This is an optimization exercise on Yosys and OpenROAD, whose aim is small area and a short achievable clock period, not a production implementation.
Function was checked by simulation only, so behaviour that the tests miss may differ from the original.

$ cat config.mk
export PLATFORM = sky130hd
export DESIGN_NAME = fir_xifu_ex_simd
export DESIGN_NICKNAME = fir_xifu_ex_simd
export VERILOG_FILES = /design/flow/design.v
export SDC_FILE = /design/flow/constraint.sdc
export NUM_CORES = 4
export LEC_CHECK = 0
export CAP_MARGIN = 20
export CORE_MARGIN = 2
export CORE_UTILIZATION = 40
export SLEW_MARGIN = 20
$ cat constraint.sdc
create_clock -name core_clock -period 12.5 [get_ports {clk_i}]
set_input_delay 2.5000 -clock core_clock [delete_from_list [all_inputs] [get_ports {clk_i}]]
set_output_delay 2.5000 -clock core_clock [all_outputs]
set_load 0.01 [all_outputs]
$ cat design.v
package fir_xifu_pkg;
  typedef enum logic [1:0] {
    OpNop   = 2'd0,
    OpLoad  = 2'd1,
    OpStore = 2'd2,
    OpDotp  = 2'd3
  } fir_op_e;
  localparam logic Mode16 = 1'b0;
  localparam logic Mode8  = 1'b1;
endpackage
module fir_xifu_simd_dotp (
  input  logic [31:0] a_i,      
  input  logic [31:0] b_i,      
  input  logic [32:0] d_i,      
  input  logic        mode8_i,
  input  logic        step1_i,
  input  logic        sat_i,
  output logic [32:0] x_o,      
  output logic [31:0] res_o     
);
  logic signed [15:0] m0, m1;
  logic signed [8:0]  q0, q1;
  logic               qs;
  logic signed [32:0] x;
  logic [32:0]        v;
  logic               ovf;
  assign qs = mode8_i | step1_i;
  assign m0 = {mode8_i ? {8{a_i[7]}}  : a_i[15:8],  a_i[7:0]};
  assign m1 = {mode8_i ? {8{a_i[23]}} : a_i[31:24], a_i[23:16]};
  assign q0 = {qs & b_i[7],  b_i[7:0]};
  assign q1 = {qs & b_i[23], b_i[23:16]};
  assign x   = $signed(d_i) + m0 * q0 + m1 * q1;
  assign x_o = x;
  assign v   = mode8_i ? x : {x[24:0], b_i[15:8]};
  assign ovf = v[32] ^ v[31];
  assign res_o = (sat_i && ovf) ? {v[32], {31{~v[32]}}} : v[31:0];
endmodule
module fir_xifu_ex_simd #(
  parameter int unsigned XLEN    = 32,
  parameter int unsigned MAC_LAT = 3,
  parameter int unsigned ID_W    = 4
) (
  input  logic            clk_i,
  input  logic            rst_i,
  input  logic            clear_i,
  input  logic            in_valid_i,
  output logic            in_ready_o,
  input  logic [1:0]      in_op_i,
  input  logic            in_mode_i,
  input  logic            in_sat_i,
  input  logic [ID_W-1:0] in_id_i,
  input  logic [4:0]      in_rd_i,
  input  logic [4:0]      in_rs1_i,
  input  logic [XLEN-1:0] in_base_i,
  input  logic [11:0]     in_imm_i,
  input  logic [4:0]      in_shamt_i,
  input  logic [XLEN-1:0] op_a_i,
  input  logic [XLEN-1:0] op_b_i,
  input  logic [XLEN-1:0] op_c_i,
  input  logic            commit_valid_i,
  input  logic [ID_W-1:0] commit_id_i,
  input  logic            commit_kill_i,
  input  logic            fwd_we_i,
  input  logic [4:0]      fwd_rd_i,
  input  logic [XLEN-1:0] fwd_result_i,
  output logic            mem_valid_o,
  input  logic            mem_ready_i,
  output logic [31:0]     mem_addr_o,
  output logic            mem_we_o,
  output logic [XLEN-1:0] mem_wdata_o,
  output logic [ID_W-1:0] mem_id_o,
  output logic            out_valid_o,
  input  logic            out_ready_i,
  output logic [1:0]      out_op_o,
  output logic [4:0]      out_rd_o,
  output logic [ID_W-1:0] out_id_o,
  output logic [XLEN-1:0] out_result_o,
  output logic [31:0]     out_next_addr_o
);
  logic st_idle_q, st_mac0_q, st_mac1_q, st_wait_q, st_mem_q, st_done_q;
  logic [1:0]      op_q;
  logic [4:0]      rd_q;
  logic [ID_W-1:0] id_q;
  logic            mode8_q, sat_q;
  logic [31:0]     a_q, b_q;
  logic [32:0]     d_q;
  logic            accept, is_dotp, is_mem, is_store;
  logic [31:0]     base, store_data;
  logic            accept_commit, wait_hit;
  logic [32:0]     x;
  logic [31:0]     res;
  assign accept        = st_idle_q & in_valid_i;
  assign is_dotp       = (in_op_i == fir_xifu_pkg::OpDotp);
  assign is_store      = (in_op_i == fir_xifu_pkg::OpStore);
  assign is_mem        = (in_op_i == fir_xifu_pkg::OpLoad) | is_store;
  assign base          = (fwd_we_i && (fwd_rd_i == in_rs1_i)) ? fwd_result_i : in_base_i;
  assign store_data    = $signed(op_c_i) >>> in_shamt_i;
  assign accept_commit = commit_valid_i && (commit_id_i == in_id_i) && !commit_kill_i;
  assign wait_hit      = commit_valid_i && (commit_id_i == id_q);
  fir_xifu_simd_dotp u_dotp (
    .a_i    (a_q),
    .b_i    (b_q),
    .d_i    (d_q),
    .mode8_i(mode8_q),
    .step1_i(st_mac1_q),
    .sat_i  (sat_q),
    .x_o    (x),
    .res_o  (res)
  );
  always_ff @(posedge clk_i) begin
    if (rst_i || clear_i) begin
      st_idle_q <= 1'b1;
      st_mac0_q <= 1'b0;
      st_mac1_q <= 1'b0;
      st_wait_q <= 1'b0;
      st_mem_q  <= 1'b0;
      st_done_q <= 1'b0;
    end else begin
      st_idle_q <= (st_idle_q & ~in_valid_i) | (st_done_q & out_ready_i) |
                   (st_wait_q & wait_hit & commit_kill_i);
      st_mac0_q <= accept & is_dotp;
      st_mac1_q <= st_mac0_q;
      st_wait_q <= (accept & is_store & ~accept_commit) | (st_wait_q & ~wait_hit);
      st_mem_q  <= (accept & (in_op_i == fir_xifu_pkg::OpLoad)) |
                   (accept & is_store & accept_commit) |
                   (st_wait_q & wait_hit & ~commit_kill_i) | (st_mem_q & ~mem_ready_i);
      st_done_q <= (accept & (in_op_i == fir_xifu_pkg::OpNop)) | st_mac1_q |
                   (st_mem_q & mem_ready_i) | (st_done_q & ~out_ready_i);
    end
  end
  always_ff @(posedge clk_i) begin
    if (accept) begin
      op_q    <= in_op_i;
      rd_q    <= in_rd_i;
      id_q    <= in_id_i;
      mode8_q <= in_mode_i;
      sat_q   <= in_sat_i;
      a_q     <= is_dotp ? op_a_i : (is_mem ? base : 32'd0);
      b_q     <= {op_b_i[31:12], is_dotp ? op_b_i[11:0] : in_imm_i};
      d_q     <= {op_c_i[31], is_dotp ? op_c_i : (is_mem ? store_data : 32'd0)};
    end else if (st_mac0_q) begin
      d_q <= mode8_q ? x : {{8{x[32]}}, x[32:8]};
      b_q <= {b_q[31:24], b_q[31:24], x[7:0], b_q[15:8]};
      if (mode8_q) begin
        a_q[7:0]   <= a_q[15:8];
        a_q[23:16] <= a_q[31:24];
      end
    end else if (st_mac1_q) begin
      d_q <= {1'b0, res};
      a_q <= 32'd0;
    end else if (st_mem_q && mem_ready_i) begin
      d_q <= 33'd0;
      a_q <= a_q + {{20{b_q[11]}}, b_q[11:0]};
    end
  end
  assign in_ready_o      = st_idle_q;
  assign mem_valid_o     = st_mem_q;
  assign out_valid_o     = st_done_q;
  assign mem_addr_o      = a_q;
  assign mem_we_o        = (op_q == fir_xifu_pkg::OpStore);
  assign mem_wdata_o     = d_q[31:0];
  assign mem_id_o        = id_q;
  assign out_op_o        = op_q;
  assign out_rd_o        = rd_q;
  assign out_id_o        = id_q;
  assign out_result_o    = d_q[31:0];
  assign out_next_addr_o = a_q;
endmodule
$ cat run.sh
#!/bin/bash
# synth_recipe.tcl (not shown) runs the flow's synth.tcl, then flattens the netlist and writes it again
# the make line also repeats each setting of config.mk as NAME=value (left out here)
make -C /OpenROAD-flow-scripts/flow DESIGN_CONFIG=/design/flow/config.mk WORK_HOME=/design/flow/orfs CLKGATE_MAP_FILE= SYNTH_SCRIPT=/design/flow/synth_recipe.tcl finish
==> impl_metrics.ini <==
[cts]
htree_levels = 4
worst_skew_pair.late_latency_ns = 0.44
cts_made_buffers = 17
cts.reportedPaths.clkPinSlew_ns = 0.06
cts_sinks = 116
holdBufCountCts = 0
cts_root_buffer = clkbuf_16
clockBufferDepth = 2
cts_tree = built
cts_setup_buffers = 0
cts_resized = 0

[routing]
finalWirelength_um = 79500
dr.pass1.iters = 6
wl_per_cell_um = 22.9
viasPerCell = 5.51
via_count = 19100
drc = 0
postRouteAntennaNets = 0
first_iter_violations = 1674

[critical_path]
crit_arrival_ns = 11.63
crit_path_start_kind = flop
end_kind = flop
path_buf_inv = 8
crit_type = reg -> reg
cp_max_fo = 17
path_delay_family = adder cells
critical-path-max-stage-delay_ns = 0.61
critPathSlowestCell = nor4b_1
worstPathRequired_ns = 12.66
crit_top_cell = fa_1

[global_route]
grt_overflow = 0
antenna_found_initial = 1
grt_pass1_vias = 19500
grt_max_degree = 62
grt_pass1_wl_um = 121000
track_usage_pct = 27.0

[place]
dp_hpwl_um = 66900
io_buffers = 359
place_congestion = 0.941

[timing]
post-route-period-util_pct = 91.8
maxSlewViolCount = 0
rsz0062_at_grt = false
fin_tns_setup_ns = 0
period_needed_ns = 11.47
fmax_mhz = 87.2
worst_pin_slew_ns = 1.09
whs_ns = 0.552
setup_viol = 0
hold_viol = 0
skew_ns = 0.0100
slew_headroom_pct = 27.5

[synth]
synth_flop_cell = edfxtp_1
ys_warn_count = 1
seq_area_frac_synth_pct = 15.0
synth.distinct_cells = 76
synthCells = 2500
synth.net_count = 3191
syn_avg_cell_area_um2 = 9.13
synth_seq_cells = 116
async_flop_share_pct = 0
synth-edff-count = 110
syn_area_um2 = 22800

[die]
boundaryPins = 360
die_h_um = 243
start_util_pct = 40.5
fp-row-count = 87
die_area_um2 = 59000
coreArea_um2 = 56400
die_w_um = 243

[layout]
drive_gt1_share_pct = 5.71
final_cell_mix = inv_1, clkdlybuf4s50_1, fa_1
fill_cells = 5509
area_growth_pct = 18.5
nets = 3393
n_antenna_cell = 0
layout_commonest_cell = inv_1

[hold_path]
hold_path.class = reg -> reg

[run]
maxCapViolCount = 0

[run_status]
status = timing/DRC/antenna clean
[layer usage]
layer	up-vias	routed length (um)	GRT usage [%]
met4	0	1530	6.17
met2	814	36500	42.8
met5	-	0	0
met3	74	5730	4.06
met1	9555	35800	38.7
li1	8678	-	-
[path summary, 6_finish.rpt]
check                 start   endpoint  cells past startpoint  slack, ns
setup / recovery     a_q[7]     d_q[4]                     39       1.03
hold / removal    st_wait_q  st_idle_q                      2       0.55
setup reg to reg     a_q[7]     d_q[4]                     39       1.03
hold reg to reg   st_wait_q  st_idle_q                      2       0.55
[state kept, by name, summed over array words and instances (netlist names)]
signal     cells
a_q           32
d_q           33
st_mem_q       1
rd_q           5
st_idle_q      1
st_wait_q      1
st_mac0_q      1
mode8_q        1
st_mac1_q      1
st_done_q      1
sat_q          1
b_q           32
id_q           4
op_q           2
[metrics by stage]
stage	std cells	setup slack [ns]	area (um2)	util (%)
after floorplan	2500	2.07	22800	-
after global placement	3439	1.30	26400	46.9
after detailed placement	3439	1.06	26400	46.9
after CTS	3471	1.03	27100	48.0
after global routing	3471	0.179	27100	48.0
final	3471	1.03	27100	48.0
[area by class of cell]
cell class                 count  area (um2)  share of cell area [%]
multi-input combinational   1810       16900                    62.4
timing repair buffer         389        3810                    14.1
sequential                   116        3420                    12.7
inverter                     368        1380                    5.11
tap                          756         946                    3.50
clock buffer                  19         433                    1.60
clock inverter                13         180                   0.666
[logic make-up after synthesis]
logic type               after synthesis  share of synthesized area [%]
AND/OR/NAND/NOR                      640                           13.4
adder cells (fa/ha/maj)              478                           36.4
flip-flops                           116                           15.0
multiplexers                         116                           6.40
AO/OA/AOI/OAI                        480                           14.0
buffers and inverters                574                           11.1
XOR/XNOR                              96                           3.72
[worst register-to-register path, delay by kind of cell, from the launching register on]
family | cells | cell delay (ns)
compound gates | 14 | 3.09
xor+xnor | 1 | 0.18
fa+ha+maj | 11 | 5.01
buf+inv | 8 | 0.85
flops | 1 | 0.58
simple gates | 5 | 1.48
[Yosys cell counts (all sizes together), types with 11 or more instances]
cell type / count / area (um2)
a21boi: 15 / 116
a21oi: 100 / 504
o21a: 14 / 105
nor3: 14 / 70.1
fa: 310 / 6210
xnor2: 57 / 499
xor2: 39 / 349
o2111ai: 16 / 146
nand3: 20 / 100
o21ai: 138 / 694
o21bai: 11 / 82.6
nand2: 283 / 1060
and3: 24 / 150
buf: 120 / 833
a21o: 34 / 255
a31oi: 12 / 75.1
nor2: 85 / 319
a22oi: 11 / 82.6
mux4: 21 / 473
nand2b: 13 / 81.3
clkbuf: 86 / 323
mux2i: 65 / 651
edfxtp: 110 / 3300
a222oi: 23 / 230
nor2b: 17 / 106
and2: 134 / 838
o211ai: 27 / 203
or2: 24 / 150
ha: 168 / 2100
inv: 367 / 1380
mux2: 30 / 338

==> port drivers added, routing unchanged <==
The flow's constraints put no driver on any port. The routed layout listed below was extracted and timed again, unchanged, in two steps. Step 1 (the two cells are an assumption about what drives the block):
set clk [get_ports {clk_i}]
set_driving_cell -lib_cell sky130_fd_sc_hd__clkbuf_16 $clk
set_driving_cell -lib_cell sky130_fd_sc_hd__buf_2 [delete_from_list [all_inputs] $clk]
Step 2 moves the port delays by t, midway between the first and last clock arrival at a register: inputs arrive t later, outputs are due t later. That takes back most of the time a late clock gives input paths. Three values: ideal, step 1, step 2; two values: the first two.
t, ns: 0.496
slack for setup (ns): 1.029 / 1.029 / 1.029
worst setup path after step 2: register to register
After both steps setup and hold are still met in this run. The setup slack of this run moves by 0.000 ns with the drivers and by 0.000 ns with both steps.
